This design comes from an exercise in tuning for small area on the open sky130 flow, not from production work.
Function was checked by simulation only, so behaviour that the tests miss may differ from the original.
No activity file was given, so power comes from the tool's default toggle rates.

<file path="flow/config.mk">
export PLATFORM = sky130hd
export DESIGN_NAME = descriptor_memory_top
export DESIGN_NICKNAME = descriptor_memory_top
export VERILOG_FILES = /design/flow/design.v
export SDC_FILE = /design/flow/constraint.sdc
export NUM_CORES = 4
export LEC_CHECK = 0
export CAP_MARGIN = 20
export CORE_MARGIN = 2
export CORE_UTILIZATION = 40
export SLEW_MARGIN = 20
</file>
<file path="flow/constraint.sdc">
create_clock -name core_clock -period 8.0 [get_ports {clk_i}]
set_input_delay 1.6000 -clock core_clock [delete_from_list [all_inputs] [get_ports {clk_i}]]
set_output_delay 1.6000 -clock core_clock [all_outputs]
set_load 0.01 [all_outputs]
</file>
<file path="flow/design.v">
module descriptor_memory_top (
    input  logic        clk_i,
    input  logic        rst_i,
    input  logic [4:0]  addr_i,
    input  logic        write_enable_i,
    input  logic [63:0] write_data_i,
    input  logic        clear_i,
    output logic [15:0] src_address_o,
    output logic [15:0] dst_address_o,
    output logic [31:0] payload_ptr_o,
    output logic        valid_o,
    output logic [5:0]  count_o
);
    descriptor_memory #(
        .NUM_DESCRIPTORS(24),
        .ADDR_W         (5)
    ) u_mem (
        .clk_i         (clk_i),
        .rst_i         (rst_i),
        .addr_i        (addr_i),
        .write_enable_i(write_enable_i),
        .write_data_i  (write_data_i),
        .clear_i       (clear_i),
        .src_address_o (src_address_o),
        .dst_address_o (dst_address_o),
        .payload_ptr_o (payload_ptr_o),
        .valid_o       (valid_o),
        .count_o       (count_o)
    );
endmodule

module descriptor_memory #(
    parameter int unsigned NUM_DESCRIPTORS = 16,
    parameter int unsigned ADDR_W          = $clog2(NUM_DESCRIPTORS)
) (
    input  logic              clk_i,
    input  logic              rst_i,
    input  logic [ADDR_W-1:0] addr_i,
    input  logic              write_enable_i,
    input  logic [63:0]       write_data_i,
    input  logic              clear_i,
    output logic [15:0]       src_address_o,
    output logic [15:0]       dst_address_o,
    output logic [31:0]       payload_ptr_o,
    output logic              valid_o,
    output logic [ADDR_W:0]   count_o
);
    localparam logic [ADDR_W:0] CNT_ONE = {{ADDR_W{1'b0}}, 1'b1};
    logic [NUM_DESCRIPTORS-1:0][63:0] mem_q;
    logic [NUM_DESCRIPTORS-1:0][63:0] mem_d;
    logic [NUM_DESCRIPTORS-1:0] valid_q, valid_d;
    logic [63:0]                rd_data_q, rd_data_d;
    logic                       rd_valid_q, rd_valid_d;
    logic [ADDR_W:0]            count_q, count_d;
    logic                       addr_in_range;
    logic [ADDR_W-1:0]          idx;
    always_comb begin
        addr_in_range = ({{(32-ADDR_W){1'b0}}, addr_i} < NUM_DESCRIPTORS);
        idx           = addr_in_range ? addr_i : '0;
    end
    always_comb begin
        mem_d      = mem_q;
        valid_d    = valid_q;
        count_d    = count_q;
        rd_data_d  = '0;
        rd_valid_d = 1'b0;
        if (clear_i) begin
            mem_d   = '0;
            valid_d = '0;
            count_d = '0;
        end else begin
            if (write_enable_i && addr_in_range) begin
                mem_d[idx]   = write_data_i;
                valid_d[idx] = 1'b1;
                if (!valid_q[idx]) begin
                    count_d = count_q + CNT_ONE;
                end
            end
            if (addr_in_range) begin
                rd_data_d  = mem_d[idx];
                rd_valid_d = valid_d[idx];
            end
        end
    end
    always_ff @(posedge clk_i or posedge rst_i) begin
        if (rst_i) begin
            mem_q      <= '0;
            valid_q    <= '0;
            rd_data_q  <= '0;
            rd_valid_q <= 1'b0;
            count_q    <= '0;
        end else begin
            mem_q      <= mem_d;
            valid_q    <= valid_d;
            rd_data_q  <= rd_data_d;
            rd_valid_q <= rd_valid_d;
            count_q    <= count_d;
        end
    end
    always_comb begin
        src_address_o = rd_data_q[63:48];
        dst_address_o = rd_data_q[47:32];
        payload_ptr_o = rd_data_q[31:0];
        valid_o       = rd_valid_q;
        count_o       = count_q;
    end
endmodule
</file>
<file path="flow/run.sh">
#!/bin/bash
# synth_recipe.tcl (not shown) runs the flow's synth.tcl, then flattens the netlist and writes it again
# the make line also repeats each setting of config.mk as NAME=value (left out here)
make -C /OpenROAD-flow-scripts/flow DESIGN_CONFIG=/design/flow/config.mk WORK_HOME=/design/flow/orfs CLKGATE_MAP_FILE= SYNTH_SCRIPT=/design/flow/synth_recipe.tcl finish
</file>
==> results of run 1 <==
[sequential cells by signal, summed over array words and instances (netlist names)]
register / count
u_mem.rd_valid_q: 1
u_mem.count_q: 6
u_mem.valid_q: 24
u_mem.rd_data_q: 64
u_mem.mem_q: 1536
[cell usage after synthesis, types with 19 or more instances]
master	n	area (sq um)
nand2_1	2162	8120
dfrtp_1	1631	40800
a21oi_1	1135	5680
nor2_1	925	3470
clkbuf_1	707	2650
mux2i_1	564	5650
o22ai_1	403	2520
o21ai_0	331	1660
nor3_1	146	731
buf_2	130	651
o221ai_1	130	1140
nand3_1	85	425
buf_1	78	293
a31oi_1	62	388
a211oi_1	47	353
mux2_2	46	518
o211ai_1	42	315
a221oi_1	34	298
and3_1	32	200
a221o_1	31	310
nor4_1	31	194
buf_4	28	210
a22oi_1	27	203
o31ai_1	24	180
a2111oi_0	23	201
or3_1	22	138
nor2b_1	19	119
[worst paths after layout]
kind,start,end,slack (ns),cells past startpoint
worst max-delay path,addr_i[3],u_mem.rd_data_q[15]$_DFF_PP0_,1.01,12
min in group asynchronous,rst_i,u_mem.mem_q[567]$_DFF_PP0_,1.18,2
worst min register to register,u_mem.mem_q[316]$_DFF_PP0_,u_mem.mem_q[316]$_DFF_PP0_,0.51,2
worst max register to register,u_mem.valid_q[14]$_DFF_PP0_,u_mem.count_q[5]$_DFFE_PP0P_,5.11,8
worst min-delay path,u_mem.mem_q[316]$_DFF_PP0_,u_mem.mem_q[316]$_DFF_PP0_,0.51,2
max in group asynchronous,rst_i,u_mem.mem_q[1013]$_DFF_PP0_,4.90,4
[cell type report]
cell class | instances | area, sq um | area share (%)
repair buffers | 539 | 4870 | 5.34
inverters | 17 | 77.6 | 0.0851
clock buffers | 257 | 5200 | 5.71
well taps | 2656 | 3320 | 3.64
clock inverters | 57 | 683 | 0.749
flip-flops and latches | 1631 | 40800 | 44.8
multi-input cells | 6626 | 36200 | 39.7
diodes | 13 | 32.5 | 0.0357
[metal layers]
| layer | vias to the layer above | routed length (microns) | track usage, % |
|---|---|---|---|
| met5 | - | 61 | 0 |
| met4 | 10 | 32000 | 26.3 |
| met3 | 1225 | 44900 | 9.86 |
| met2 | 5517 | 157000 | 50.9 |
| met1 | 37973 | 143000 | 46.6 |
| li1 | 31551 | - | - |
[power groups by stage]
stage	combinational, W	clock (W)	sequential [W]
after global placement	0.00223	0	0.00857
after global routing	0.00239	0.00884	0.00842
final	0.00234	0.00846	0.00842
after detailed placement	0.00224	0	0.00857
after floorplan	0.00117	0	0.00856
after CTS	0.00225	0.00851	0.00842
[stage by stage]
step / util, % / hold slack [ns] / cell area [sq um] / setup slack (ns) / power, W
finish: 45.6 / 0.505 / 91200 / 1.01 / 0.0192
global route: 45.6 / 0.522 / 91200 / 1.17 / 0.0197
CTS: 45.6 / 0.505 / 91100 / 1.39 / 0.0192
detailed placement: 42.7 / 0.492 / 85300 / 0.551 / 0.0108
global placement: 42.6 / 0.484 / 85200 / 0.0868 / 0.0108
floorplan: - / 0.466 / 80600 / -16.20 / 0.00972
[layout by cell type, fill, tap and decap left out, drive strengths merged, types with 10 or more instances in the layout]
| master | n |
|---|---|
| o22a | 17 |
| clkbuf | 257 |
| nand2 | 2167 |
| a21oi | 1137 |
| o311ai | 16 |
| nor3 | 152 |
| or4 | 10 |
| o211ai | 43 |
| o2111ai | 13 |
| nor2b | 19 |
| mux2i | 569 |
| diode | 13 |
| nand4 | 25 |
| or3 | 22 |
| o21ai | 341 |
| a221oi | 34 |
| dfrtp | 1631 |
| nand3 | 87 |
| a211oi | 48 |
| mux2 | 47 |
| nor2 | 928 |
| a22oi | 27 |
| o22ai | 403 |
| a31oi | 63 |
| a222oi | 14 |
| a221o | 31 |
| a21o | 14 |
| clkinv | 41 |
| and3 | 32 |
| nor4 | 41 |
| o41ai | 12 |
| o31ai | 25 |
| buf | 403 |
| clkdlybuf4s50 | 136 |
| inv | 17 |
| o221ai | 130 |
| bufinv | 11 |
| o32ai | 15 |
| a2111oi | 23 |
[cells by family after synthesis]
kind of cell / Yosys count / share of synthesized area (%)
AND/OR/NAND/NOR: 3514 / 17.7
AO/OA/AOI/OAI: 2471 / 18.5
flip-flops: 1631 / 50.7
buffers and inverters: 969 / 4.93
multiplexers: 625 / 8.04
XOR/XNOR: 8 / 0.0870
adder cells (fa/ha/maj): 8 / 0.124
[worst max-delay path, stage by stage]
cell             delay [ns]
clkdlybuf4s50_1        0.57
ha_1                   0.37
buf_4                  0.24
and2b_4                0.23
buf_4                  0.32
nor2_1                 1.07
nand4_1                0.65
buf_4                  0.59
mux2i_1                0.37
o221ai_1               0.22
nor4_1                 0.99
o31ai_1                0.17
==> reports/metrics.cfg, run 1 <==
[timing]
fin_crit_sh_pct = 87.3
post-route-min-period_ns = 6.99
skew_ns = 0.0367
hold_viol_final = 0
rsz0062_at_grt = false
report.final.slew_viol_count = 0
tightestPinTransition_ns = 1.35
setup_tns_ns = 0
setup_viol = 0
slew_headroom_pct = 9.51
fmax_ghz = 0.143

[clock_network]
hold_buffers = 0
tritoncts = done
cts_buffers = 175
insertion_delay_ns = 0.86
cts_sinks = 1631
clockBufferDepth = 3
postCtsSetupBuffers = 0
cts-root-buf = clkbuf_16
h-tree-depth = 4
clk_pin_slew_worst_paths_ns = 0.06
cts_resized = 0

[power]
swShare_pct = 28.5
p_sw_w = 0.00547
power_frac_seq_pct = 43.8
vdd_drop_max_v = 0.000157
comb_power_share_pct = 12.2
internal-power_w = 0.0138
leakage_nw = 40.8
powerDensity_nw_per_um2 = 211
clockPowerShare_pct = 44.0

[synthesis]
syn_area_sq_um = 80500
async_flop_share_pct = 100
synth_edf_count = 0
postSynthRegisterBits = 1631
avgSynthCellArea_sq_um = 8.73
netlist_instances = 9226
synth-seq-area-share_pct = 50.7
synth_cell_types = 98
yosys_most_used_dff = dfrtp_1
yosys_warnings = 1
synth_fp_nets = 9307

[final_layout]
fillers = 19243
drive_above_1_share_pct = 9.43
instances_no_fill = 11796
nets = 9071
syn2layout_area_growth_pct = 13.2

[route]
wl_per_cell_microns = 32.0
drtPass1Iterations = 9
viasPerCell = 6.47
vias = 76276
drt-initial-drc-count = 11834
drc_errors = 0
wl_mm = 377
final_antenna_net_count = 0

[global_routing]
grt_pass1_vias = 72704
grtUsageTotal_pct = 35.8
grt_pass1_wl_mm = 534
grt-ovfl-total = 0
grt_max_degree = 221
antenna_found_initial = 24

[placed_design]
dp_cells = 11469
gp_congestion = 0.988
io_buffers = 143
hpwl_mm = 235

[floorplanning]
die-area_sq_um = 205000
ios = 144
die_h_microns = 453
core-area_sq_um = 200000
die_w_microns = 453
fp-row-count = 164
initial_utilization_pct = 40.3

[worst_setup_path]
critPathRequiredTime_ns = 8.66
cp_data_arrival_time_ns = 7.65
critPathLaunchType = input pin
endpoint_kind = register
crit_path_max_fanout = 53
path_class = input pin to register

[min_path]
hp-class = register to register

[flow_run]
max-cap-violations = 0

[status]
outcome = complete, no violations

==> run 2, diff against run 1 <==
==> flow/design.v (replaced) <==
module descriptor_memory_top (
    input  logic        clk_i,
    input  logic        rst_i,
    input  logic [4:0]  addr_i,
    input  logic        write_enable_i,
    input  logic [63:0] write_data_i,
    input  logic        clear_i,
    output logic [15:0] src_address_o,
    output logic [15:0] dst_address_o,
    output logic [31:0] payload_ptr_o,
    output logic        valid_o,
    output logic [5:0]  count_o
);
    descriptor_memory #(
        .NUM_DESCRIPTORS(24),
        .ADDR_W         (5)
    ) u_mem (
        .clk_i         (clk_i),
        .rst_i         (rst_i),
        .addr_i        (addr_i),
        .write_enable_i(write_enable_i),
        .write_data_i  (write_data_i),
        .clear_i       (clear_i),
        .src_address_o (src_address_o),
        .dst_address_o (dst_address_o),
        .payload_ptr_o (payload_ptr_o),
        .valid_o       (valid_o),
        .count_o       (count_o)
    );
endmodule

module descriptor_memory #(
    parameter int unsigned NUM_DESCRIPTORS = 16,
    parameter int unsigned ADDR_W          = $clog2(NUM_DESCRIPTORS)
) (
    input  logic              clk_i,
    input  logic              rst_i,
    input  logic [ADDR_W-1:0] addr_i,
    input  logic              write_enable_i,
    input  logic [63:0]       write_data_i,
    input  logic              clear_i,
    output logic [15:0]       src_address_o,
    output logic [15:0]       dst_address_o,
    output logic [31:0]       payload_ptr_o,
    output logic              valid_o,
    output logic [ADDR_W:0]   count_o
);
    localparam logic [ADDR_W:0] CNT_ONE = {{ADDR_W{1'b0}}, 1'b1};
    logic [NUM_DESCRIPTORS-1:0][63:0] mem_q;
    logic [NUM_DESCRIPTORS-1:0]       valid_q;
    logic [NUM_DESCRIPTORS-1:0]       wsel;      
    logic [NUM_DESCRIPTORS-1:0]       wen;       
    logic [NUM_DESCRIPTORS-1:0]       rsel;      
    logic [ADDR_W-1:0]                raddr_q;
    logic [ADDR_W:0]                  count_q;
    logic [63:0]                      rd_data;
    always_comb begin
        for (int i = 0; i < NUM_DESCRIPTORS; i++) begin
            wsel[i] = (addr_i == ADDR_W'(i));
            wen[i]  = wsel[i] & write_enable_i & ~clear_i;
        end
    end
    always_ff @(posedge clk_i) begin
        for (int i = 0; i < NUM_DESCRIPTORS; i++) begin
            if (wen[i]) mem_q[i] <= write_data_i;
        end
    end
    always_ff @(posedge clk_i or posedge rst_i) begin
        if (rst_i) begin
            valid_q <= '0;
            count_q <= '0;
        end else begin
            if (clear_i) begin
                valid_q <= '0;
                count_q <= '0;
            end else begin
                valid_q <= valid_q | wen;
                if (|(wen & ~valid_q)) count_q <= count_q + CNT_ONE;
            end
        end
    end
    always_ff @(posedge clk_i) begin
        raddr_q <= addr_i;
    end
    always_comb begin
        for (int i = 0; i < NUM_DESCRIPTORS; i++) begin
            rsel[i] = (raddr_q == ADDR_W'(i)) & valid_q[i];
        end
        rd_data = '0;
        for (int i = 0; i < NUM_DESCRIPTORS; i++) begin
            rd_data = rd_data | ({64{rsel[i]}} & mem_q[i]);
        end
    end
    always_comb begin
        src_address_o = rd_data[63:48];
        dst_address_o = rd_data[47:32];
        payload_ptr_o = rd_data[31:0];
        valid_o       = |rsel;
        count_o       = count_q;
    end
endmodule
==> reports/metrics.cfg, run 2 <==
[min_path]
hp-class = register to register

[final_layout]
largest_register_ffs = 1536
seq_area_sq_um = 47000
nets = 3227
largestRegisters = u_mem.mem_q x1536, u_mem.valid_q x24, u_mem.count_q x6
fillers = 11627
layout_common_cells = edfxtp_1 (1536), a22oi_1 (768), nand4_1 (185)
instances_no_fill = 5154
final_common_cell = edfxtp_1
regMostFlops = u_mem.mem_q
finish.utilization_pct = 46.9
syn2layout_area_growth_pct = 16.2
drive_above_1_share_pct = 10.5
multiInputGateArea_sq_um = 8780

[synthesis]
synthTopCellsByCount = edfxtp_1 (1536), a22oi_1 (768), nand4_1 (185)
synth-seq-area-share_pct = 83.4
synth_edf_count = 1536
avgSynthCellArea_sq_um = 19.0
synth_fp_nets = 3036
synth_most_common_cell = edfxtp_1
yosysTopAreaCell = edfxtp_1
netlist_instances = 2962
yosys_most_used_dff = edfxtp_1
async_flop_share_pct = 1.91
postSynthRegisterBits = 1571
syn_area_sq_um = 56300
synth.top_cell.area_share_pct = 81.9
yosys_warnings = 1
synth_cell_types = 41
synth_area_leaders = edfxtp_1 (82%), a22oi_1 (10%), nand4_1 (2.1%)

[placed_design]
hpwl_mm = 83.0
io_buffers = 143
dp_cells = 4868
gp_congestion = 0.754

[floorplanning]
die-area_sq_um = 144000
die_w_microns = 379
fp-row-count = 137
core-area_sq_um = 140000
ios = 144
die_h_microns = 379
initial_utilization_pct = 40.4

[route]
wl_mm = 170
drt-initial-drc-count = 4630
drc_errors = 0
viasPerCell = 6.19
final_antenna_net_count = 0
wl_per_cell_microns = 33.0
vias = 31880
drtPass1Iterations = 5

[clock_network]
tritoncts = done
cts_buffers = 157
hold_buffers = 0
insertion_delay_ns = 0.78
h-tree-depth = 4
postCtsSetupBuffers = 0
cts-root-buf = clkbuf_16
clk_pin_slew_worst_paths_ns = 0.06
clockBufferDepth = 3
cts_sinks = 1571
cts_resized = 0

[timing]
post-route-min-period_ns = 6.12
skew_ns = 0.0132
setup_viol = 0
tightestPinTransition_ns = 1.19
fin_crit_sh_pct = 76.5
report.final.slew_viol_count = 0
setup_tns_ns = 0
rsz0062_at_grt = false
fmax_ghz = 0.163
hold_viol_final = 0
slew_headroom_pct = 20.8

[worst_setup_path]
cp_num_buf_inv = 2
cpPeakStageDelay_ns = 0.92
path_class = register to output pin
cp_cell_sequence = nor2_1, and3_4, buf_4, a22oi_1, nand4_1, or3_1, clkdlybuf4s50_1
endpoint_kind = output pin
critPathTopFamily = simple AND/OR/NAND/NOR gates
crit_path_max_fanout = 42
critPathLaunchType = register
critPathRequiredTime_ns = 6.40
crit_slowest_cell = and3_4
cp_data_arrival_time_ns = 4.52

[global_routing]
grt_pass1_vias = 30645
grt_pass1_wl_mm = 236
grt-ovfl-total = 0
grtUsageTotal_pct = 23.4
antenna_found_initial = 9
grt_max_degree = 55

[power]
powerDensity_nw_per_um2 = 252
leakage_nw = 20.1
vdd_drop_max_v = 0.000202

[status]
outcome = complete, no violations

[flow_run]
max-cap-violations = 0

run 2: area by class of cell:
type / count / area share, %
Antenna cell: 3 / 0.0115
Clock buffer: 192 / 6.38
Clock inverter: 89 / 1.23
Inverter: 12 / 0.0688
Multi-Input combinational cell: 1195 / 13.4
Sequential cell: 1571 / 71.8
Tap cell: 1876 / 3.59
Timing Repair Buffer: 216 / 3.54
run 2: through the flow:
stage | power (W) | worst slack (ns) | instance area [sq um] | hold WS, ns
floorplan | 0.00933 | 2.32 | 56300 | 0.472
global placement | 0.00951 | 2.69 | 60300 | 0.519
detailed placement | 0.00952 | 2.69 | 60400 | 0.516
CTS | 0.0166 | 1.83 | 65400 | 0.529
global route | 0.0169 | 1.66 | 65400 | 0.546
finish | 0.0165 | 1.88 | 65400 | 0.534
run 2: path summary, 6_finish.rpt:
kind,start,endpoint,slack (ns),cells after the start
setup / recovery,u_mem.raddr_q[1]$_DFF_P_,src_address_o[8],1.88,7
hold / removal,u_mem.valid_q[7]$_DFF_PP0_,u_mem.valid_q[7]$_DFF_PP0_,0.53,2
setup reg to reg,u_mem.valid_q[9]$_DFF_PP0_,u_mem.count_q[5]$_DFFE_PP0P_,5.77,4
hold reg to reg,u_mem.valid_q[7]$_DFF_PP0_,u_mem.valid_q[7]$_DFF_PP0_,0.53,2
max in group asynchronous,rst_i,u_mem.valid_q[13]$_DFF_PP0_,6.46,3
min in group asynchronous,rst_i,u_mem.count_q[0]$_DFFE_PP0P_,1.22,3
run 2: logic make-up (layout without fill, tap and decap cells):
kind of cell / after synthesis / after routing / share of synthesized area (%)
adder cells (fa/ha/maj): 1 / 1 / 0.0222
flip-flops: 1571 / 1571 / 83.4
multiplexers: 6 / 6 / 0.280
other: 0 / 3 / 0
AND/OR/NAND/NOR: 393 / 393 / 4.19
buffers and inverters: 196 / 509 / 1.48
AO/OA/AOI/OAI: 795 / 795 / 10.6
run 2: metal layers:
layer | up-vias | track usage [%] | share of wire [%]
met3 | 261 | 3.81 | 8.8
met2 | 1792 | 38.9 | 49
met1 | 16827 | 32.0 | 40
met4 | 10 | 6.39 | 2.4
met5 | - | 0 | 0.041
li1 | 12990 | - | -
run 2: worst min-delay path, delay by kind of cell (launching register included):
kind	cells	cell delay, ns
simple gates	2	0.13
flops	1	0.37
run 2: power breakdown:
group	internal, W	total [W]	switching [W]
combinational	0.0000548	0.000227	0.000172
clock	0.00408	0.00718	0.00310
sequential	0.00910	0.00912	0.0000213
==> run 3, diff against run 2 <==
--- a/flow/design.v
+++ b/flow/design.v
@@ -88,6 +88,28 @@
         end
-        rd_data = '0;
-        for (int i = 0; i < NUM_DESCRIPTORS; i++) begin
-            rd_data = rd_data | ({64{rsel[i]}} & mem_q[i]);
+    end
+    localparam int unsigned NGRP = (NUM_DESCRIPTORS + 2) / 3;
+    logic [3*NGRP-1:0]        rsel_x;
+    logic [3*NGRP-1:0][63:0]  mem_x;
+    logic [NGRP-1:0][63:0]    grp_n;
+    always_comb begin
+        rsel_x = '0;
+        mem_x  = '0;
+        rsel_x[NUM_DESCRIPTORS-1:0] = rsel;
+        mem_x[NUM_DESCRIPTORS-1:0]  = mem_q;
+    end
+    for (genvar g = 0; g < NGRP; g++) begin : g_grp
+        for (genvar b = 0; b < 64; b++) begin : g_bit
+            descriptor_memory_aoi3 u_aoi (
+                .s_i (rsel_x[3*g +: 3]),
+                .d_i ({mem_x[3*g+2][b], mem_x[3*g+1][b], mem_x[3*g][b]}),
+                .y_no(grp_n[g][b])
+            );
         end
+    end
+    always_comb begin
+        rd_data = '1;
+        for (int g = 0; g < NGRP; g++) begin
+            rd_data = rd_data & grp_n[g];
+        end
+        rd_data = ~rd_data;
     end
@@ -101 +123,8 @@
 endmodule
+module descriptor_memory_aoi3 (
+    input  logic [2:0] s_i,
+    input  logic [2:0] d_i,
+    output logic       y_no
+);
+    assign y_no = ~|(s_i & d_i);
+endmodule
==> flow/flow/run.sh (new file) <==
#!/bin/bash
set -euo pipefail
export BUFFER_PORTS_ARGS="-buffer_cell sky130_fd_sc_hd__buf_1"
export CTS_ARGS="-sink_clustering_enable -repair_clock_nets -buf_list sky130_fd_sc_hd__clkbuf_8 -sink_clustering_size 16 -sink_clustering_max_diameter 60 -dont_use_dummy_load"
export RECOVER_POWER=100
bash standard.sh > standard.log 2>&1
==> flow/standard.sh (new file) <==
#!/bin/bash
# synth_recipe.tcl (not shown) runs the flow's synth.tcl, then flattens the netlist and writes it again
# the make line also repeats each setting of config.mk as NAME=value (left out here)
make -C /OpenROAD-flow-scripts/flow DESIGN_CONFIG=/design/flow/config.mk WORK_HOME=/design/flow/orfs CLKGATE_MAP_FILE= SYNTH_SCRIPT=/design/flow/synth_recipe.tcl "${@:-finish}"
--- a/flow/config.mk
+++ b/flow/config.mk
@@ -7,5 +7,9 @@
 export LEC_CHECK = 0
-export CAP_MARGIN = 20
+export CAP_MARGIN = 10
 export CORE_MARGIN = 2
-export CORE_UTILIZATION = 40
-export SLEW_MARGIN = 20
+export CORE_UTILIZATION = 70
+export CTS_BUF_LIST = sky130_fd_sc_hd__clkbuf_8
+export CTS_CLUSTER_DIAMETER = 80
+export CTS_CLUSTER_SIZE = 30
+export SLEW_MARGIN = 10
+export SYNTH_HIERARCHICAL = 1
removed: flow/run.sh
==> reports/metrics.cfg, run 3 <==
[clock_network]
insertion_delay_ns = 0.74
cts_resized = 0
h-tree-depth = 3
postCtsSetupBuffers = 0
hold_buffers = 0
cts-root-buf = clkbuf_8
cts_buffers = 111
clockBufferDepth = 3
clk_pin_slew_worst_paths_ns = 0.08
tritoncts = done
cts_sinks = 1571

[floorplanning]
fp-row-count = 102
die_h_microns = 283
die-area_sq_um = 80300
initial_utilization_pct = 70.7
die_w_microns = 283
ios = 144
core-area_sq_um = 77300

[worst_setup_path]
crit_path_max_fanout = 33
critPathLaunch = u_mem.raddr_q[2]$_DFF_P_
critPathRequiredTime_ns = 6.40
reg2reg_slack_ns = 5.58
endpoint_kind = output pin
critPathLaunchType = register
cp_data_arrival_time_ns = 5.40
path_class = register to output pin
regToRegStartpoint = u_mem.valid_q[5]$_DFF_PP0_

[min_path]
hp-class = register to register
min_from = u_mem.valid_q[20]$_DFF_PP0_

[placed_design]
place_area_sq_um = 57200
gp_congestion = 0.875
io_buffers = 143
hpwl_mm = 72.8

[route]
viasPerCell = 7.95
drt-initial-drc-count = 6606
wl_met1_mm = 50.2
final_antenna_net_count = 0
drc_errors = 0
maxUsedRoutingLayer = met5
dr_wl_met3_mm = 19.8
vias = 30591
wl_mm = 145
drtPass1Iterations = 10
wl_met2_mm = 70.8
wl_per_cell_microns = 37.8

[timing]
setup_tns_ns = 0
setup_viol = 0
hold_viol_final = 0
report.final.slew_viol_count = 1571
post-route-min-period_ns = 7.00
tightestPinTransition_ns = 3.42
fin_crit_sh_pct = 87.5
fmax_ghz = 0.143
slew_headroom_pct = -128
skew_ns = 0.0581
rsz0062_at_grt = false

[synthesis]
synthTopCellsByCount = edfxtp_1 (1536), a222oi_1 (512), nand4_1 (130)
syn_area_sq_um = 54700
postSynthRegisterBits = 1571
yosys_warnings = 7
synth_cell_types = 55
synth_edf_count = 1536
synth_area_leaders = edfxtp_1 (84%), a222oi_1 (9.4%), nand4_1 (1.5%)
synth_fp_nets = 2575
synth_most_common_cell = edfxtp_1
netlist_instances = 2501
synth-seq-area-share_pct = 85.9
async_flop_share_pct = 1.91
yosys_most_used_dff = edfxtp_1
synth.top_cell.area_share_pct = 84.4
avgSynthCellArea_sq_um = 21.9
yosysTopAreaCell = edfxtp_1

[final_layout]
stdcell_area_sq_um = 58500
regMostFlops = u_mem.mem_q
largest_register_ffs = 1536
nets = 2876
syn2layout_area_growth_pct = 6.93
largestRegisters = u_mem.mem_q x1536, u_mem.valid_q x24, u_mem.count_q x6
drive_above_1_share_pct = 9.43
layout_common_cells = edfxtp_1 (1536), a222oi_1 (512), nand4_1 (130)
final_common_cell = edfxtp_1

[global_routing]
antenna_found_initial = 11
grt-ovfl-total = 0
grt_pass1_wl_mm = 207
grtUsageTotal_pct = 36.2
grt_max_degree = 66
grt_pass1_vias = 30537

[status]
failed_checks = max-capacitance violations, max-slew violations
outcome = complete, but fails checks

[flow_run]
max-cap-violations = 43

[power]
leakage_nw = 17.7
vdd_drop_max_v = 0.000200
powerDensity_nw_per_um2 = 219

[run 3: cell count changes in the layout (fill, tap and decap cells not counted), sizes merged, moves of 55 or more]
cell,before,now
a22oi,768,1
a222oi,1,512
clkdlybuf4s50,143,0
clkinv,70,0
or2,3,65
nand4,185,130
or3,57,2
[run 3: area by class of cell]
class                   count  area [sq um]
clock buffers             111          1530
repair buffers            202           890
fillers                  4412         18900
flip-flops and latches   1571         47000
inverters                   7          27.5
diodes                      7          17.5
multi-input cells         909          7720
well taps                1040          1300
[run 3: critical path, cell delays in order (launching register included)]
cell and delay (ns):
dfxtp_1 0.40, nor3b_1 0.86, and3_1 1.88, buf_4 0.78
a222oi_1 0.21, nand4_1 0.17, or2_2 0.18, buf_1 0.16
[run 3: final timing paths]
path | end | cells after the start
worst min register to register | u_mem.valid_q[20]$_DFF_PP0_ | 2
worst max register to register | u_mem.count_q[0]$_DFFE_PP0P_ | 6
min in group asynchronous | u_mem.valid_q[21]$_DFF_PP0_ | 3
worst max-delay path | dst_address_o[15] | 7
worst min-delay path | u_mem.valid_q[20]$_DFF_PP0_ | 2
max in group asynchronous | u_mem.count_q[3]$_DFFE_PP0P_ | 3
[run 3: per-layer routing]
layer | up-vias | global-route usage, %
met5 | - | 0
met1 | 15582 | 51.1
met2 | 2577 | 58.7
met3 | 333 | 6.48
met4 | 10 | 12.1
li1 | 12089 | -
[run 3: power by group]
part           total (W)  switching, W  internal, W
Sequential       0.00911     0.0000226      0.00908
Combinational   0.000198      0.000171    0.0000265
Clock            0.00351       0.00227      0.00124
Total             0.0128       0.00246       0.0103
[run 3: through the flow]
| step | hold slack (ns) | power [W] | setup slack, ns | std cells | util, % |
|---|---|---|---|---|---|
| after floorplan | 0.471 | 0.00934 | 1.71 | 2501 | - |
| after global placement | 0.527 | 0.00947 | 3.05 | 3729 | 73.9 |
| after detailed placement | 0.534 | 0.00949 | 3.04 | 3729 | 73.9 |
| after CTS | 0.546 | 0.0128 | 2.26 | 3840 | 75.9 |
| after global routing | 0.581 | 0.0131 | 1.02 | 3844 | 75.6 |
| final | 0.542 | 0.0128 | 1.00 | 3847 | 75.6 |
[run 3: cell families after synthesis]
family / count (synthesis) / share of synthesized area (%)
and+or+nand+nor: 351 / 3.74
buffers and inverters: 21 / 0.236
DFF: 1571 / 85.9
muxes: 8 / 0.160
AOI/OAI and AO/OA: 549 / 9.91
adders and majority gates: 1 / 0.0229
==> run 4, diff against run 3 <==
==> flow/flow/run.sh (replaced) <==
#!/bin/bash
set -euo pipefail
export BUFFER_PORTS_ARGS="-buffer_cell sky130_fd_sc_hd__buf_1"
export CTS_ARGS="-sink_clustering_enable -repair_clock_nets -buf_list sky130_fd_sc_hd__clkbuf_4 -sink_clustering_size 10 -sink_clustering_max_diameter 50 -dont_use_dummy_load"
export RECOVER_POWER=100
bash standard.sh > standard.log 2>&1
==> reports/metrics.cfg, run 4 <==
[route]
vias = 30914
drtPass1Iterations = 10
wl_per_cell_microns = 37.3
drc_errors = 0
wl_mm = 146
drt-initial-drc-count = 6557
final_antenna_net_count = 0
viasPerCell = 7.90

[clock_network]
cts_buffers = 175
cts_sinks = 1571
cts-root-buf = clkbuf_4
clockBufferDepth = 3
hold_buffers = 0
clk_pin_slew_worst_paths_ns = 0.10
cts_resized = 0
postCtsSetupBuffers = 0
insertion_delay_ns = 1.07
h-tree-depth = 4
tritoncts = done

[global_routing]
grt_pass1_wl_mm = 209
grt_pass1_vias = 30984
grt-ovfl-total = 0
grtUsageTotal_pct = 36.5
antenna_found_initial = 11
grt_max_degree = 66

[final_layout]
syn2layout_area_growth_pct = 6.52
instances_no_fill = 3912
nets = 2940
drive_above_1_share_pct = 11.4
final_common_cell = edfxtp_1
regMostFlops = u_mem.mem_q
layout_common_cells = edfxtp_1 (1536), a222oi_1 (512), clkbuf_4 (175)
largestRegisters = u_mem.mem_q x1536, u_mem.valid_q x24, u_mem.count_q x6
largest_register_ffs = 1536

[floorplanning]
die_h_microns = 283
fp-row-count = 102
initial_utilization_pct = 70.7
die-area_sq_um = 80300
die_w_microns = 283
core-area_sq_um = 77300
ios = 144

[timing]
fmax_ghz = 0.146
skew_ns = 0.0321
rsz0062_at_grt = false
fin_crit_sh_pct = 85.6
tightestPinTransition_ns = 3.55
report.final.slew_viol_count = 1553
hold_viol_final = 0
setup_viol = 0
whs_ns = 0.564
post-route-min-period_ns = 6.85
setup_tns_ns = 0
slew_headroom_pct = -138

[placed_design]
gp_congestion = 0.875
io_buffers = 143
hpwl_mm = 72.8
dp_cells = 3729

[min_path]
hp-class = register to register
min_from = u_mem.valid_q[20]$_DFF_PP0_

[status]
outcome = complete, but fails checks
failed_checks = max-capacitance violations, max-slew violations

[worst_setup_path]
crit_path_max_fanout = 38
critPathRequiredTime_ns = 8.59
path_class = input pin to register
regToRegStartpoint = u_mem.valid_q[5]$_DFF_PP0_
endpoint_kind = register
critPathLaunchType = input pin
cp_data_arrival_time_ns = 7.44
critPathLaunch = clear_i

[synthesis]
yosys.area_share.simple_pct = 3.74
yosysTopAreaCell = edfxtp_1
syn_area_sq_um = 54700
synth_top_family_by_area = compound AO/OA/AOI/OAI gates
yosys_most_used_dff = edfxtp_1
synth_most_common_cell = edfxtp_1
synth_fp_nets = 2575
synth-adder-area-share_pct = 0.0229
muxShareOfSynthArea_pct = 0.160
postSynthRegisterBits = 1571
netlist_instances = 2501
synth_cell_types = 55
avgSynthCellArea_sq_um = 21.9
synth_area_leaders = edfxtp_1 (84%), a222oi_1 (9.4%), nand4_1 (1.5%)
synth_compound_area_share_pct = 9.91
yosys.area_share.xor_xnor_pct = 0
yosys_warnings = 7
async_flop_share_pct = 1.91
synth_edf_count = 1536
synthTopCellsByCount = edfxtp_1 (1536), a222oi_1 (512), nand4_1 (130)
synth-seq-area-share_pct = 85.9
synth.top_cell.area_share_pct = 84.4

[power]
vdd_drop_max_v = 0.000175
powerDensity_nw_per_um2 = 217
leakage_nw = 17.7

[flow_run]
max-cap-violations = 43

run 4: cell counts after synthesis:
Identical to the previous run, type by type.
run 4: metrics by stage:
step	setup WS [ns]	power [W]	utilization (%)	cell area [sq um]
after CTS	1.85	0.0126	75.6	58500
final	1.15	0.0126	75.3	58200
after floorplan	1.71	0.00934	-	54700
after global routing	0.938	0.0130	75.3	58200
after detailed placement	3.04	0.00949	73.9	57200
after global placement	3.05	0.00947	73.9	57200
run 4: kinds of logic after synthesis:
logic type / Yosys count
compound gates: 549
fa+ha+maj: 1
mux: 8
buf+inv: 21
simple gates: 351
flops: 1571
run 4: worst max-delay path, stage by stage:
cell      delay [ns]
buf_1           0.07
clkbuf_1        0.65
nor3b_1         0.81
nand3b_1        0.49
nor2_1          2.72
buf_4           1.03
run 4: worst paths after layout:
path	cells past startpoint	slack (ns)	end
max reg2reg	6	5.55	u_mem.count_q[0]$_DFFE_PP0P_
min	2	0.56	u_mem.valid_q[20]$_DFF_PP0_
min in group asynchronous	3	1.10	u_mem.valid_q[17]$_DFF_PP0_
max in group asynchronous	3	5.85	u_mem.valid_q[12]$_DFF_PP0_
min reg2reg	2	0.56	u_mem.valid_q[20]$_DFF_PP0_
max	6	1.15	u_mem.mem_q[706]$_DFFE_PP_
run 4: cell type report:
type / count / area [sq um]
Clock buffer: 175 / 1310
Sequential cell: 1571 / 47000
Fill cell: 4531 / 19100
Tap cell: 1040 / 1300
Inverter: 7 / 27.5
Antenna cell: 8 / 20.0
Timing Repair Buffer: 202 / 887
Multi-Input combinational cell: 909 / 7710
run 4: power by group:
group          switching (W)  internal, W
sequential         0.0000227      0.00908
combinational       0.000171    0.0000264
clock                0.00230      0.00101
run 4: layer usage:
| layer | part of all wire, % | global-route usage (%) | up-vias |
|---|---|---|---|
| li1 | - | - | 12308 |
| met1 | 34 | 50.7 | 15540 |
| met5 | 0.056 | 0 | - |
| met3 | 14 | 7.77 | 380 |
| met4 | 3.4 | 13.3 | 10 |
| met2 | 49 | 58.5 | 2676 |
==> run 5, diff against run 4 <==
--- a/flow/flow/run.sh
+++ b/flow/flow/run.sh
@@ -4,3 +4,2 @@
 export CTS_ARGS="-sink_clustering_enable -repair_clock_nets -buf_list sky130_fd_sc_hd__clkbuf_4 -sink_clustering_size 10 -sink_clustering_max_diameter 50 -dont_use_dummy_load"
-export RECOVER_POWER=100
 bash standard.sh > standard.log 2>&1
==> reports/metrics.cfg, run 5 <==
[worst_setup_path]
crit_slowest_cell = nor3b_1
path_class = register to output pin
cp_data_arrival_time_ns = 4.67
rr_endpoint = u_mem.count_q[0]$_DFFE_PP0P_
critPathRequiredTime_ns = 6.40
cpPeakStageDelay_ns = 0.92
critPathLaunch = u_mem.raddr_q[2]$_DFF_P_
cp_cell_sequence = nor3b_1, and3_4, buf_4, a222oi_1, nand4_1, or2_2, buf_1
endpoint_kind = output pin
critPathLaunchType = register
cp_num_buf_inv = 2
regToRegStartpoint = u_mem.valid_q[3]$_DFF_PP0_
crit_path_max_fanout = 37
critPathTopFamily = simple AND/OR/NAND/NOR gates
reg2reg_slack_ns = 5.95
r2r_cells = 6

[clock_network]
tritoncts = done
insertion_delay_ns = 1.07
cts_sinks = 1571
h-tree-depth = 4
cts_buffers = 175
hold_buffers = 0
clockBufferDepth = 3
clk_pin_slew_worst_paths_ns = 0.10
cts-root-buf = clkbuf_4
cts_resized = 0
postCtsSetupBuffers = 0

[final_layout]
nets = 2940
seq_area_sq_um = 47000
stdcell_area_sq_um = 58500
fillers = 4476
layout_common_cells = edfxtp_1 (1536), a222oi_1 (512), clkbuf_4 (175)
regMostFlops = u_mem.mem_q
multiInputGateArea_sq_um = 7870
largest_register_ffs = 1536
syn2layout_area_growth_pct = 7.00
largestRegisters = u_mem.mem_q x1536, u_mem.valid_q x24, u_mem.count_q x6
drive_above_1_share_pct = 12.8
finish.utilization_pct = 75.6
final_common_cell = edfxtp_1

[synthesis]
async_flop_share_pct = 1.91
postSynthRegisterBits = 1571
synth_most_common_cell = edfxtp_1
synth_fp_nets = 2575
syn_area_sq_um = 54700
yosysTopAreaCell = edfxtp_1
yosys_most_used_dff = edfxtp_1
synth_area_leaders = edfxtp_1 (84%), a222oi_1 (9.4%), nand4_1 (1.5%)
synth_edf_count = 1536
netlist_instances = 2501
synth_cell_types = 55
avgSynthCellArea_sq_um = 21.9
yosys_warnings = 7
synthTopCellsByCount = edfxtp_1 (1536), a222oi_1 (512), nand4_1 (130)
synth-seq-area-share_pct = 85.9
synth.top_cell.area_share_pct = 84.4

[min_path]
hold_path_end = u_mem.valid_q[9]$_DFF_PP0_
hp-class = register to register
holdPathStages = 2
min_from = u_mem.valid_q[9]$_DFF_PP0_

[timing]
hold_viol_final = 0
setup_tns_ns = 0
fmax_ghz = 0.160
report.final.slew_viol_count = 0
skew_ns = 0.0320
fin_crit_sh_pct = 78.4
rsz0062_at_grt = false
post-route-min-period_ns = 6.27
slew_headroom_pct = 15.1
setup_viol = 0
tightestPinTransition_ns = 1.27

[route]
wl_mm = 146
drtPass1Iterations = 9
drc_errors = 0
wl_per_cell_microns = 37.2
viasPerCell = 7.91
final_antenna_net_count = 0
drt-initial-drc-count = 6829
vias = 30925

[global_routing]
grt_pass1_wl_mm = 209
grt-ovfl-total = 0
grtUsageTotal_pct = 36.5
grt_pass1_vias = 30984
antenna_found_initial = 11
grt_max_degree = 66

[flow_run]
max-cap-violations = 0

[power]
vdd_drop_max_v = 0.000175
internal-power_w = 0.0101
leakage_nw = 17.8
clockPowerShare_pct = 26.2
power.total_w = 0.0126
p_sw_w = 0.00250
powerDensity_nw_per_um2 = 216
comb_power_share_pct = 1.6
swShare_pct = 19.8
power_frac_seq_pct = 72.2

[placed_design]
hpwl_mm = 72.8
place_area_sq_um = 57200
io_buffers = 143
gp_congestion = 0.875

[floorplanning]
die_w_microns = 283
ios = 144
fp-row-count = 102
core-area_sq_um = 77300
initial_utilization_pct = 70.7
die-area_sq_um = 80300
die_h_microns = 283

[status]
outcome = complete, no violations

-- run 5: cell families after synthesis --
| logic type | count (synthesis) | share of synthesized area (%) |
|---|---|---|
| flip-flops | 1571 | 85.9 |
| AO/OA/AOI/OAI | 549 | 9.91 |
| AND/OR/NAND/NOR | 351 | 3.74 |
| buffers and inverters | 21 | 0.236 |
| multiplexers | 8 | 0.160 |
| adder cells (fa/ha/maj) | 1 | 0.0229 |
-- run 5: metrics by stage --
stage / instances / worst slack [ns] / hold WS, ns
floorplan: 2501 / 1.71 / 0.471
global route: 3907 / 1.57 / 0.582
finish: 3910 / 1.73 / 0.564
CTS: 3904 / 1.85 / 0.479
detailed placement: 3729 / 3.04 / 0.534
global placement: 3729 / 3.05 / 0.527
-- run 5: layer usage --
layer	vias up	share of wire, %	GRT usage (%)
li1	12299	-	-
met1	15588	34	50.7
met2	2648	49	58.5
met3	378	14	7.77
met4	12	3.4	13.3
met5	-	0.080	0
-- run 5: cell type report --
type                            instances  share of cell area [%]
Inverter                                7                  0.0492
Clock buffer                          175                    2.25
Tap cell                             1040                    2.22
Sequential cell                      1571                    80.3
Antenna cell                            6                  0.0257
Timing Repair Buffer                  202                    1.70
Multi-Input combinational cell        909                    13.5
-- run 5: power groups by stage --
stage | clock network (W) | logic (W) | registers [W]
CTS | 0.00334 | 0.000202 | 0.00910
finish | 0.00331 | 0.000205 | 0.00911
detailed placement | 0 | 0.000202 | 0.00929
global placement | 0 | 0.000188 | 0.00929
floorplan | 0 | 0.0000557 | 0.00929
global route | 0.00363 | 0.000222 | 0.00911
-- run 5: how the worst max path moves through the flow --
stage	to	slack [ns]	cells past startpoint
floorplan	src_address_o[1]	1.71	6
global placement	payload_ptr_o[22]	3.05	7
detailed placement	src_address_o[9]	3.04	7
CTS	src_address_o[9]	1.85	7
global route	payload_ptr_o[22]	1.57	7
finish	payload_ptr_o[22]	1.73	7
-- run 5: worst min-delay path, delay by kind of cell (launching register included) --
kind,cells,cell delay (ns)
DFF,1,0.40
and+or+nand+nor,2,0.14
==> run 6, diff against run 5 <==
--- a/flow/config.mk
+++ b/flow/config.mk
@@ -9,6 +9,3 @@
 export CORE_MARGIN = 2
-export CORE_UTILIZATION = 70
-export CTS_BUF_LIST = sky130_fd_sc_hd__clkbuf_8
-export CTS_CLUSTER_DIAMETER = 80
-export CTS_CLUSTER_SIZE = 30
+export CORE_UTILIZATION = 85
 export SLEW_MARGIN = 10
==> reports/metrics.cfg, run 6 <==
[status]
outcome = aborted with a tool error
haltStage = global routing
stop_error = [ERROR DPL-0033] detailed placement checks failed during check placement.

[synthesis]
synth_fp_nets = 2575
yosys.area_share.simple_pct = 3.74
netlist_instances = 2501
synth_most_common_cell = edfxtp_1
postSynthRegisterBits = 1571
synth.top_cell.area_share_pct = 84.4
syn_area_sq_um = 54700
synth-seq-area-share_pct = 85.9
avgSynthCellArea_sq_um = 21.9
synth_compound_area_share_pct = 9.91
synth_area_leaders = edfxtp_1 (84%), a222oi_1 (9.4%), nand4_1 (1.5%)
yosys.area_share.xor_xnor_pct = 0
yosys_most_used_dff = edfxtp_1
synth_top_family_by_area = compound AO/OA/AOI/OAI gates
yosysTopAreaCell = edfxtp_1
async_flop_share_pct = 1.91
yosys_warnings = 7
synthTopCellsByCount = edfxtp_1 (1536), a222oi_1 (512), nand4_1 (130)
synth_edf_count = 1536
synth-adder-area-share_pct = 0.0229
muxShareOfSynthArea_pct = 0.160
synth_cell_types = 55

[placed_design]
gp_congestion = 0.831
dp_cells = 3511
io_buffers = 143
hpwl_mm = 71.8

[clock_network]
clockBufferDepth = 3
hold_buffers = 0
cts_sinks = 1571
cts_resized = 0
h-tree-depth = 4
cts_buffers = 175
cts-root-buf = clkbuf_4
postCtsSetupBuffers = 0

[global_routing]
antenna_found_initial = 13
grt_max_degree = 66

[floorplanning]
fp-row-count = 92
ios = 144
die_w_microns = 258
initial_utilization_pct = 86.3
die_h_microns = 258

==> run 6: cell counts after synthesis <==
No cell type changed its count.
==> run 6: power groups by stage <==
stage	combinational [W]	clock, W	sequential, W
global placement	0.000182	0	0.00929
CTS	0.000203	0.00339	0.00911
floorplan	0.0000557	0	0.00929
detailed placement	0.000200	0	0.00929
==> run 6: worst min path at each step <==
stage                                             end  slack, ns  depth (start not counted)
after floorplan            u_mem.valid_q[1]$_DFF_PP0_       0.47                          2
after global placement     u_mem.valid_q[1]$_DFF_PP0_       0.54                          2
after detailed placement  u_mem.valid_q[21]$_DFF_PP0_       0.53                          2
after CTS                 u_mem.valid_q[21]$_DFF_PP0_       0.55                          2
==> run 6: cell families after synthesis <==
logic type	count (synthesis)
compound gates	549
fa+ha+maj	1
buf+inv	21
flops	1571
mux	8
simple gates	351
==> run 6: through the flow <==
step                utilization (%)  instance area [sq um]  worst slack [ns]  hold WS [ns]  total power [W]
floorplan                         -                  54700              1.71         0.471          0.00934
CTS                            91.7                  58100              1.77         0.553           0.0127
global placement               89.6                  56700              3.08         0.535          0.00947
detailed placement             89.6                  56700              2.95         0.532          0.00950
==> run 7, diff against run 6 <==
==> flow/run.sh (new file) <==
#!/bin/bash
# synth_recipe.tcl (not shown) runs the flow's synth.tcl, then flattens the netlist and writes it again
# the make line also repeats each setting of config.mk as NAME=value (left out here)
make -C /OpenROAD-flow-scripts/flow DESIGN_CONFIG=/design/flow/config.mk WORK_HOME=/design/flow/orfs CLKGATE_MAP_FILE= SYNTH_SCRIPT=/design/flow/synth_recipe.tcl finish
--- a/flow/config.mk
+++ b/flow/config.mk
@@ -9,3 +9,6 @@
 export CORE_MARGIN = 2
-export CORE_UTILIZATION = 85
+export CORE_UTILIZATION = 70
+export CTS_BUF_LIST = sky130_fd_sc_hd__clkbuf_8
+export CTS_CLUSTER_DIAMETER = 60
+export CTS_CLUSTER_SIZE = 16
 export SLEW_MARGIN = 10
removed: flow/flow/run.sh
removed: flow/standard.sh
==> reports/metrics.cfg, run 7 <==
[status]
outcome = complete, no violations

[clock_network]
clk_pin_slew_worst_paths_ns = 0.10
postCtsSetupBuffers = 0
cts-root-buf = clkbuf_8
cts_sinks = 1571
hold_buffers = 0
clockBufferDepth = 3
tritoncts = done
cts_buffers = 110
h-tree-depth = 3
insertion_delay_ns = 0.75
cts_resized = 0

[floorplanning]
core-area_sq_um = 77300
die-area_sq_um = 80300
die_h_microns = 283
initial_utilization_pct = 70.7
fp-row-count = 102
ios = 144
die_w_microns = 283

[final_layout]
final_common_cell = edfxtp_1
layout_common_cells = edfxtp_1 (1536), a222oi_1 (512), clkdlybuf4s50_1 (143)
nets = 2868
regMostFlops = u_mem.mem_q
syn2layout_area_growth_pct = 9.34
largest_register_ffs = 1536
instances_no_fill = 3866
drive_above_1_share_pct = 10.8
fillers = 4254
largestRegisters = u_mem.mem_q x1536, u_mem.valid_q x24, u_mem.count_q x6
stdcell_area_sq_um = 59800

[synthesis]
synth_cell_types = 55
synth-seq-area-share_pct = 85.9
yosysTopAreaCell = edfxtp_1
synthTopCellsByCount = edfxtp_1 (1536), a222oi_1 (512), nand4_1 (130)
avgSynthCellArea_sq_um = 21.9
postSynthRegisterBits = 1571
synth_most_common_cell = edfxtp_1
netlist_instances = 2501
synth_fp_nets = 2575
synth_area_leaders = edfxtp_1 (84%), a222oi_1 (9.4%), nand4_1 (1.5%)
syn_area_sq_um = 54700
yosys_warnings = 7
synth_edf_count = 1536
yosys_most_used_dff = edfxtp_1
synth.top_cell.area_share_pct = 84.4
async_flop_share_pct = 1.91

[worst_setup_path]
critPathLaunchType = register
critPathTopFamily = simple AND/OR/NAND/NOR gates
cp_num_cells = 8
cp_num_buf_inv = 2
cp_cell_sequence = and2_1, nand2_1, nor2_4, buf_4, a222oi_1, nand4_1, or2_2, clkdlybuf4s50_1
path_class = register to output pin
critPathRequiredTime_ns = 6.40
crit_path_max_fanout = 35
cp_data_arrival_time_ns = 4.61
r2r_cells = 6
endpoint_kind = output pin
cpPeakStageDelay_ns = 0.95
crit_slowest_cell = nor2_4

[timing]
fin_crit_sh_pct = 77.6
tightestPinTransition_ns = 1.31
fmax_ghz = 0.161
report.final.slew_viol_count = 0
skew_ns = 0.0141
post-route-min-period_ns = 6.21
setup_viol = 0
setup_tns_ns = 0
hold_viol_final = 0
slew_headroom_pct = 12.9
whs_ns = 0.567
rsz0062_at_grt = false

[route]
viasPerCell = 7.76
wl_mm = 139
vias = 30008
wl_per_cell_microns = 35.9
drtPass1Iterations = 11
drc_errors = 0
drt-initial-drc-count = 6037
final_antenna_net_count = 0

[power]
power_frac_seq_pct = 70.3
vdd_drop_max_v = 0.000224
clockPowerShare_pct = 27.9
power.total_w = 0.0130
comb_power_share_pct = 1.8
internal-power_w = 0.0105
leakage_nw = 18.3
swShare_pct = 19.3
p_sw_w = 0.00249
powerDensity_nw_per_um2 = 217

[global_routing]
grt-ovfl-total = 0
grt_pass1_vias = 30483
grtUsageTotal_pct = 34.7
grt_pass1_wl_mm = 202
grt_max_degree = 66
antenna_found_initial = 4

[flow_run]
max-cap-violations = 0

[min_path]
holdPathStages = 1
hp-class = register to register

[placed_design]
gp_congestion = 0.870
place_area_sq_um = 58100
io_buffers = 143
hpwl_mm = 70.3
dp_cells = 3722

-- run 7: cell counts after synthesis --
Identical to the previous run, type by type.
-- run 7: power groups by stage --
stage	Clock [W]	Sequential [W]	Combinational, W
global route	0.00393	0.00911	0.000257
floorplan	0	0.00929	0.0000557
CTS	0.00365	0.00910	0.000236
global placement	0	0.00929	0.000223
detailed placement	0	0.00929	0.000236
finish	0.00361	0.00911	0.000237
-- run 7: metal layers --
| metal | up-vias | track usage, % | wire length (microns) |
|---|---|---|---|
| met1 | 15155 | 47.8 | 47700 |
| li1 | 12110 | - | - |
| met4 | 0 | 15.2 | 5730 |
| met5 | - | 0 | 0 |
| met3 | 326 | 5.39 | 17000 |
| met2 | 2417 | 56.4 | 68200 |
-- run 7: through the flow --
stage,worst slack (ns),util [%]
4_1_cts,1.87,77.3
3_3_place_gp,2.70,75.1
2_1_floorplan,1.71,-
3_5_place_dp,2.70,75.1
6_report,1.79,77.3
5_1_grt,1.69,77.3
-- run 7: area by class of cell --
cell class	instances	area (sq um)	area share (%)
flip-flops and latches	1571	47000	78.6
multi-input cells	909	7870	13.2
repair buffers	195	1880	3.15
clock buffers	113	1560	2.60
well taps	1040	1300	2.18
clock inverters	26	153	0.255
inverters	7	28.8	0.0481
diodes	5	12.5	0.0209
-- run 7: logic make-up (layout without fill, tap and decap cells) --
kind of cell               after synthesis  count (layout)  share of synthesized area, %
other                                    0               5                             0
adders and majority gates                1               1                        0.0229
AOI/OAI and AO/OA                      549             549                          9.91
DFF                                   1571            1571                          85.9
muxes                                    8               8                         0.160
buffers and inverters                   21             341                         0.236
and+or+nand+nor                        351             351                          3.74
-- run 7: worst paths after layout --
check	from	end	slack [ns]
setup / recovery	u_mem.raddr_q[1]$_DFF_P_	dst_address_o[9]	1.79
hold / removal	u_mem.valid_q[15]$_DFF_PP0_	u_mem.valid_q[15]$_DFF_PP0_	0.57
setup reg to reg	u_mem.valid_q[23]$_DFF_PP0_	u_mem.count_q[0]$_DFFE_PP0P_	5.93
hold reg to reg	u_mem.valid_q[15]$_DFF_PP0_	u_mem.valid_q[15]$_DFF_PP0_	0.57
max in group asynchronous	rst_i	u_mem.valid_q[9]$_DFF_PP0_	6.45
min in group asynchronous	rst_i	u_mem.count_q[0]$_DFFE_PP0P_	1.22
==> run 8, diff against run 7 <==
--- a/flow/design.v
+++ b/flow/design.v
@@ -56,7 +56,13 @@
     logic [63:0]                      rd_data;
+    logic [NUM_DESCRIPTORS-1:0]       wen_n;
+    logic [NUM_DESCRIPTORS-1:0]       rsel_n;
     always_comb begin
         for (int i = 0; i < NUM_DESCRIPTORS; i++) begin
-            wsel[i] = (addr_i == ADDR_W'(i));
-            wen[i]  = wsel[i] & write_enable_i & ~clear_i;
+            wsel[i]  = (addr_i == ADDR_W'(i));
+            wen_n[i] = ~(wsel[i] & write_enable_i & ~clear_i);
         end
+    end
+    for (genvar i = 0; i < NUM_DESCRIPTORS; i++) begin : g_drv
+        descriptor_memory_inv u_wen  (.a_i(wen_n[i]),  .y_o(wen[i]));
+        descriptor_memory_inv u_rsel (.a_i(rsel_n[i]), .y_o(rsel[i]));
     end
@@ -86,3 +92,3 @@
         for (int i = 0; i < NUM_DESCRIPTORS; i++) begin
-            rsel[i] = (raddr_q == ADDR_W'(i)) & valid_q[i];
+            rsel_n[i] = ~((raddr_q == ADDR_W'(i)) & valid_q[i]);
         end
@@ -130 +136,7 @@
 endmodule
+module descriptor_memory_inv (
+    input  logic a_i,
+    output logic y_o
+);
+    assign y_o = ~a_i;
+endmodule
==> flow/flow/run.sh (new file) <==
#!/bin/bash
set -euo pipefail
export BUFFER_PORTS_ARGS="-buffer_cell sky130_fd_sc_hd__buf_1"
export CTS_ARGS="-sink_clustering_enable -repair_clock_nets -buf_list sky130_fd_sc_hd__clkbuf_4 -sink_clustering_size 10 -sink_clustering_max_diameter 50 -dont_use_dummy_load"
bash standard.sh > standard.log 2>&1
==> flow/standard.sh (new file) <==
#!/bin/bash
# synth_recipe.tcl (not shown) runs the flow's synth.tcl, then flattens the netlist and writes it again
# the make line also repeats each setting of config.mk as NAME=value (left out here)
make -C /OpenROAD-flow-scripts/flow DESIGN_CONFIG=/design/flow/config.mk WORK_HOME=/design/flow/orfs CLKGATE_MAP_FILE= SYNTH_SCRIPT=/design/flow/synth_recipe.tcl "${@:-finish}"
--- a/flow/config.mk
+++ b/flow/config.mk
@@ -11,4 +11,4 @@
 export CTS_BUF_LIST = sky130_fd_sc_hd__clkbuf_8
-export CTS_CLUSTER_DIAMETER = 60
-export CTS_CLUSTER_SIZE = 16
+export CTS_CLUSTER_DIAMETER = 80
+export CTS_CLUSTER_SIZE = 30
 export SLEW_MARGIN = 10
removed: flow/run.sh
==> reports/metrics.cfg, run 8 <==
[final_layout]
drive_above_1_share_pct = 11.2
nets = 2938
largestRegisters = u_mem.mem_q x1536, u_mem.valid_q x24, u_mem.count_q x6
syn2layout_area_growth_pct = 6.31
final_common_cell = edfxtp_1
largest_register_ffs = 1536
instances_no_fill = 3903
regMostFlops = u_mem.mem_q
fillers = 4455
multiInputGateArea_sq_um = 7290
seq_area_sq_um = 47000
layout_common_cells = edfxtp_1 (1536), a222oi_1 (513), clkbuf_4 (175)

[power]
leakage_nw = 17.8
vdd_drop_max_v = 0.000153
powerDensity_nw_per_um2 = 217

[synthesis]
synth_edf_count = 1536
async_flop_share_pct = 1.91
postSynthRegisterBits = 1571
synth.top_cell.area_share_pct = 84.6
netlist_instances = 2523
yosys_warnings = 7
synth_cell_types = 37
synth-seq-area-share_pct = 86.1
synth_area_leaders = edfxtp_1 (85%), a222oi_1 (9.4%), nand4_1 (1.5%)
avgSynthCellArea_sq_um = 21.6
yosysTopAreaCell = edfxtp_1
syn_area_sq_um = 54500
synth_fp_nets = 2597
yosys_most_used_dff = edfxtp_1
synth_most_common_cell = edfxtp_1
synthTopCellsByCount = edfxtp_1 (1536), a222oi_1 (513), nand4_1 (134)

[floorplanning]
die-area_sq_um = 80200
die_w_microns = 283
ios = 144
die_h_microns = 283
core-area_sq_um = 77300
fp-row-count = 102
initial_utilization_pct = 70.5

[flow_run]
max-cap-violations = 0

[timing]
setup_tns_ns = 0
hold_viol_final = 0
post-route-min-period_ns = 6.08
tightestPinTransition_ns = 1.32
slew_headroom_pct = 12.1
setup_viol = 0
skew_ns = 0.0466
fin_crit_sh_pct = 76.0
rsz0062_at_grt = false
whs_ns = 0.540
report.final.slew_viol_count = 0
fmax_ghz = 0.165

[route]
drtPass1Iterations = 7
drc_errors = 0
drt-initial-drc-count = 7008
wl_per_cell_microns = 35.5
final_antenna_net_count = 0
viasPerCell = 7.77
wl_mm = 139
vias = 30343

[global_routing]
grt_pass1_wl_mm = 199
antenna_found_initial = 6
grtUsageTotal_pct = 34.7
grt_max_degree = 67
grt-ovfl-total = 0
grt_pass1_vias = 30313

[placed_design]
gp_congestion = 0.824
dp_cells = 3727
hpwl_mm = 64.7
io_buffers = 143

[clock_network]
tritoncts = done
clk_pin_slew_worst_paths_ns = 0.11
cts-root-buf = clkbuf_4
clockBufferDepth = 3
postCtsSetupBuffers = 0
cts_sinks = 1571
cts_resized = 0
h-tree-depth = 4
cts_buffers = 175
insertion_delay_ns = 1.03
hold_buffers = 0

[worst_setup_path]
regToRegStartpoint = u_mem.valid_q[15]$_DFF_PP0_
critPathRequiredTime_ns = 6.40
path_class = register to output pin
endpoint_kind = output pin
critPathLaunchType = register
critPathLaunch = u_mem.raddr_q[1]$_DFF_P_
crit_path_max_fanout = 47
cp_data_arrival_time_ns = 4.48

[min_path]
hp-class = register to register
min_from = u_mem.valid_q[7]$_DFF_PP0_

[status]
outcome = complete, no violations

[run 8: report_power, final]
| part | switching, W | internal (W) |
|---|---|---|
| clock | 0.00228 | 0.00101 |
| sequential | 0.0000269 | 0.00908 |
| combinational | 0.000165 | 0.0000294 |
| total | 0.00247 | 0.0101 |
[run 8: cell families after synthesis]
family / after synthesis / synth area share, %
AO/OA/AOI/OAI: 526 / 9.59
AND/OR/NAND/NOR: 355 / 3.68
flip-flops: 1571 / 86.1
XOR/XNOR: 1 / 0.0161
adder cells (fa/ha/maj): 1 / 0.0229
buffers and inverters: 67 / 0.489
multiplexers: 2 / 0.0551
[run 8: per-module statistics from Yosys, one instance, submodules excluded, excerpt]
module                  times used  cells  flip-flops and latches
descriptor_memory_aoi3         512      1                       0
descriptor_memory_inv           48      1                       0
[run 8: metrics by stage]
| stage | util (%) | power, W | worst slack [ns] | area [sq um] |
|---|---|---|---|---|
| 2_1_floorplan | - | 0.00934 | 3.05 | 54500 |
| 3_3_place_gp | 73.3 | 0.00947 | 3.01 | 56700 |
| 3_5_place_dp | 73.3 | 0.00949 | 3.01 | 56700 |
| 4_1_cts | 75.0 | 0.0126 | 1.99 | 58000 |
| 5_1_grt | 75.0 | 0.0130 | 1.83 | 58000 |
| 6_report | 75.0 | 0.0126 | 1.92 | 58000 |
[run 8: final cells by class]
type	count	area share, %
Sequential cell	1571	81.0
Multi-Input combinational cell	885	12.6
Clock buffer	175	2.27
Tap cell	1040	2.24
Timing Repair Buffer	170	1.28
Inverter	61	0.602
Antenna cell	1	0.00432
[run 8: final timing paths]
path                                           endpoint  slack (ns)  cells after the start
min                          u_mem.valid_q[7]$_DFF_PP0_        0.54                      2
min in group asynchronous   u_mem.valid_q[19]$_DFF_PP0_        0.64                      2
max reg2reg                u_mem.count_q[1]$_DFFE_PP0P_        5.72                      5
min reg2reg                  u_mem.valid_q[7]$_DFF_PP0_        0.54                      2
max                                    payload_ptr_o[7]        1.92                      9
max in group asynchronous   u_mem.valid_q[11]$_DFF_PP0_        6.89                      2
[run 8: routing by layer]
metal,wire [microns],up-vias,global-route usage [%]
met5,41,-,0
met4,3780,6,11.8
met3,20300,301,9.28
met2,64500,2518,52.6
met1,49900,15285,50.2
li1,-,12233,-
[run 8: worst max-delay path, stage by stage, from the launching register on]
cell and delay [ns]:
dfxtp_1 0.46, nor2b_1 0.25, nor2b_1 0.29, nand4_1 0.39, inv_4 0.42, buf_4 0.84
a222oi_1 0.21, nand4_1 0.18, or2_2 0.16, buf_1 0.17
==> run 9, diff against run 8 <==
--- a/flow/config.mk
+++ b/flow/config.mk
@@ -9,6 +9,3 @@
 export CORE_MARGIN = 2
-export CORE_UTILIZATION = 70
-export CTS_BUF_LIST = sky130_fd_sc_hd__clkbuf_8
-export CTS_CLUSTER_DIAMETER = 80
-export CTS_CLUSTER_SIZE = 30
+export CORE_UTILIZATION = 78
 export SLEW_MARGIN = 10
==> reports/metrics.cfg, run 9 <==
[timing]
whs_ns = 0.547
hold_viol_final = 0
setup_tns_ns = 0
post-route-min-period_ns = 6.10
fin_ws_ns = 1.90
fin_crit_sh_pct = 76.3
skew_ns = 0.0751
tightestPinTransition_ns = 1.24
setup_viol = 0
rsz0062_at_grt = false
fmax_ghz = 0.164
report.final.slew_viol_count = 0
slew_headroom_pct = 17.6

[worst_setup_path]
critPathRequiredTime_ns = 6.40
critPathTopFamily = buffers and inverters
cp_cell_sequence = nor2_1, and2_1, nand3_1, clkinv_2, buf_4, a222oi_1, nand4_1, or2_2, buf_1
path_class = register to output pin
cp_num_buf_inv = 3
endpoint_kind = output pin
cpPeakStageDelay_ns = 0.65
critPathLaunchType = register
crit_path_max_fanout = 35
crit_slowest_cell = clkinv_2
cp_data_arrival_time_ns = 4.50

[placed_design]
gp_congestion = 0.901
post-place-ws_ns = 3.05
io_buffers = 143
hpwl_mm = 67.9

[clock_network]
h-tree-depth = 4
hold_buffers = 0
cts_resized = 0
postCtsSetupBuffers = 0
cts-root-buf = clkbuf_4
clk_pin_slew_worst_paths_ns = 0.10
cts_buffers = 175
tritoncts = done
cts_sinks = 1571
insertion_delay_ns = 1.07
clockBufferDepth = 3

[synthesis]
synth-seq-area-share_pct = 86.1
synth.top_cell.area_share_pct = 84.6
netlist_instances = 2523
avgSynthCellArea_sq_um = 21.6
synth_most_common_cell = edfxtp_1
synth_area_leaders = edfxtp_1 (85%), a222oi_1 (9.4%), nand4_1 (1.5%)
synth_cell_types = 37
yosys_most_used_dff = edfxtp_1
async_flop_share_pct = 1.91
syn_area_sq_um = 54500
yosysTopAreaCell = edfxtp_1
synth_fp_nets = 2597
yosys_warnings = 7
synth_edf_count = 1536
postSynthRegisterBits = 1571
synthTopCellsByCount = edfxtp_1 (1536), a222oi_1 (513), nand4_1 (134)

[floorplanning]
ios = 144
initial_utilization_pct = 79.1
die-area_sq_um = 72000
die_h_microns = 268
die_w_microns = 268
core-area_sq_um = 68900
fp-row-count = 96

[route]
wl_per_cell_microns = 36.4
wl_mm = 139
vias = 31215
viasPerCell = 8.19
drt-initial-drc-count = 8094
final_antenna_net_count = 0
drtPass1Iterations = 14
drc_errors = 0

[power]
powerDensity_nw_per_um2 = 217
p_sw_w = 0.00247
comb_power_share_pct = 1.6
internal-power_w = 0.0101
swShare_pct = 19.6
leakage_nw = 17.9
clockPowerShare_pct = 26.1
vdd_drop_max_v = 0.000170
power_frac_seq_pct = 72.4

[global_routing]
grt-ovfl-total = 0
antenna_found_initial = 8
grt_max_degree = 67
grtUsageTotal_pct = 39.2
grt_pass1_vias = 31030
grt_pass1_wl_mm = 199

[final_layout]
drive_above_1_share_pct = 11.5
syn2layout_area_growth_pct = 6.19
nets = 2947
layout_common_cells = edfxtp_1 (1536), a222oi_1 (513), clkbuf_4 (175)
fillers = 3186
largestRegisters = u_mem.mem_q x1536, u_mem.valid_q x24, u_mem.count_q x6
regMostFlops = u_mem.mem_q
largest_register_ffs = 1536
final_common_cell = edfxtp_1

[status]
outcome = complete, no violations

[flow_run]
max-cap-violations = 0

[min_path]
hp-class = register to register

==> run 9: worst min-delay path, stage by stage (launching register included) <==
cell and delay, ns:
dfrtp_1 0.38, nor2_1 0.05, nor2_1 0.08
==> run 9: cell families (layout without fill, tap and decap cells) <==
group | count (synthesis) | count (layout) | share of synthesized area (%)
multiplexers | 2 | 2 | 0.0551
AND/OR/NAND/NOR | 355 | 355 | 3.68
adder cells (fa/ha/maj) | 1 | 1 | 0.0229
XOR/XNOR | 1 | 1 | 0.0161
flip-flops | 1571 | 1571 | 86.1
buffers and inverters | 67 | 415 | 0.489
other | 0 | 10 | 0
AO/OA/AOI/OAI | 526 | 526 | 9.59
==> run 9: per-module statistics from Yosys, one instance, submodules excluded, a selection <==
module	cells	cell area, sq um
descriptor_memory_aoi3	1	10.0
descriptor_memory_inv	1	3.75
==> run 9: area by class of cell <==
type | instances | area, sq um | share of cell area (%)
Sequential cell | 1571 | 47000 | 81.1
Antenna cell | 10 | 25.0 | 0.0432
Tap cell | 931 | 1160 | 2.01
Clock buffer | 175 | 1310 | 2.27
Timing Repair Buffer | 179 | 807 | 1.39
Multi-Input combinational cell | 885 | 7290 | 12.6
Inverter | 61 | 332 | 0.573
==> run 9: power groups by stage <==
stage / sequential (W) / clock, W / combinational [W]
after floorplan: 0.00929 / 0 / 0.0000478
after global placement: 0.00929 / 0 / 0.000175
after detailed placement: 0.00930 / 0 / 0.000191
after CTS: 0.00911 / 0.00329 / 0.000191
after global routing: 0.00912 / 0.00357 / 0.000213
final: 0.00911 / 0.00328 / 0.000195
==> run 9: path summary, 6_finish.rpt <==
kind,from,end,depth (start not counted),slack [ns]
setup / recovery,u_mem.raddr_q[2]$_DFF_P_,payload_ptr_o[23],9,1.90
hold / removal,u_mem.valid_q[11]$_DFF_PP0_,u_mem.valid_q[11]$_DFF_PP0_,2,0.55
setup reg to reg,u_mem.valid_q[15]$_DFF_PP0_,u_mem.count_q[1]$_DFFE_PP0P_,5,5.58
hold reg to reg,u_mem.valid_q[11]$_DFF_PP0_,u_mem.valid_q[11]$_DFF_PP0_,2,0.55
max in group asynchronous,rst_i,u_mem.valid_q[5]$_DFF_PP0_,2,6.87
min in group asynchronous,rst_i,u_mem.valid_q[14]$_DFF_PP0_,2,0.61
==> run 9: metal layers <==
layer	global-route usage, %	routed length, microns	vias up
li1	-	-	12268
met1	54.4	45500	15246
met2	60.0	64400	3202
met3	11.4	22900	493
met4	17.0	5940	6
met5	0	72	-
==> run 9: per-stage QoR <==
step | total power (W) | area (sq um) | utilization (%) | std cells
2_1_floorplan | 0.00934 | 54500 | - | 2523
3_3_place_gp | 0.00947 | 56600 | 82.0 | 3627
3_5_place_dp | 0.00949 | 56600 | 82.0 | 3627
4_1_cts | 0.0126 | 57900 | 84.0 | 3802
5_1_grt | 0.0129 | 57900 | 84.0 | 3806
6_report | 0.0126 | 57900 | 84.0 | 3812

Re-timed with assumed drivers on the ports (clkbuf_16 on the clock, buf_2 on other inputs), run 9 has 1.831 ns of setup slack against 1.896 ns with ideal ports, and 2.921 ns once port delays also move by the mid clock arrival of 1.090 ns.
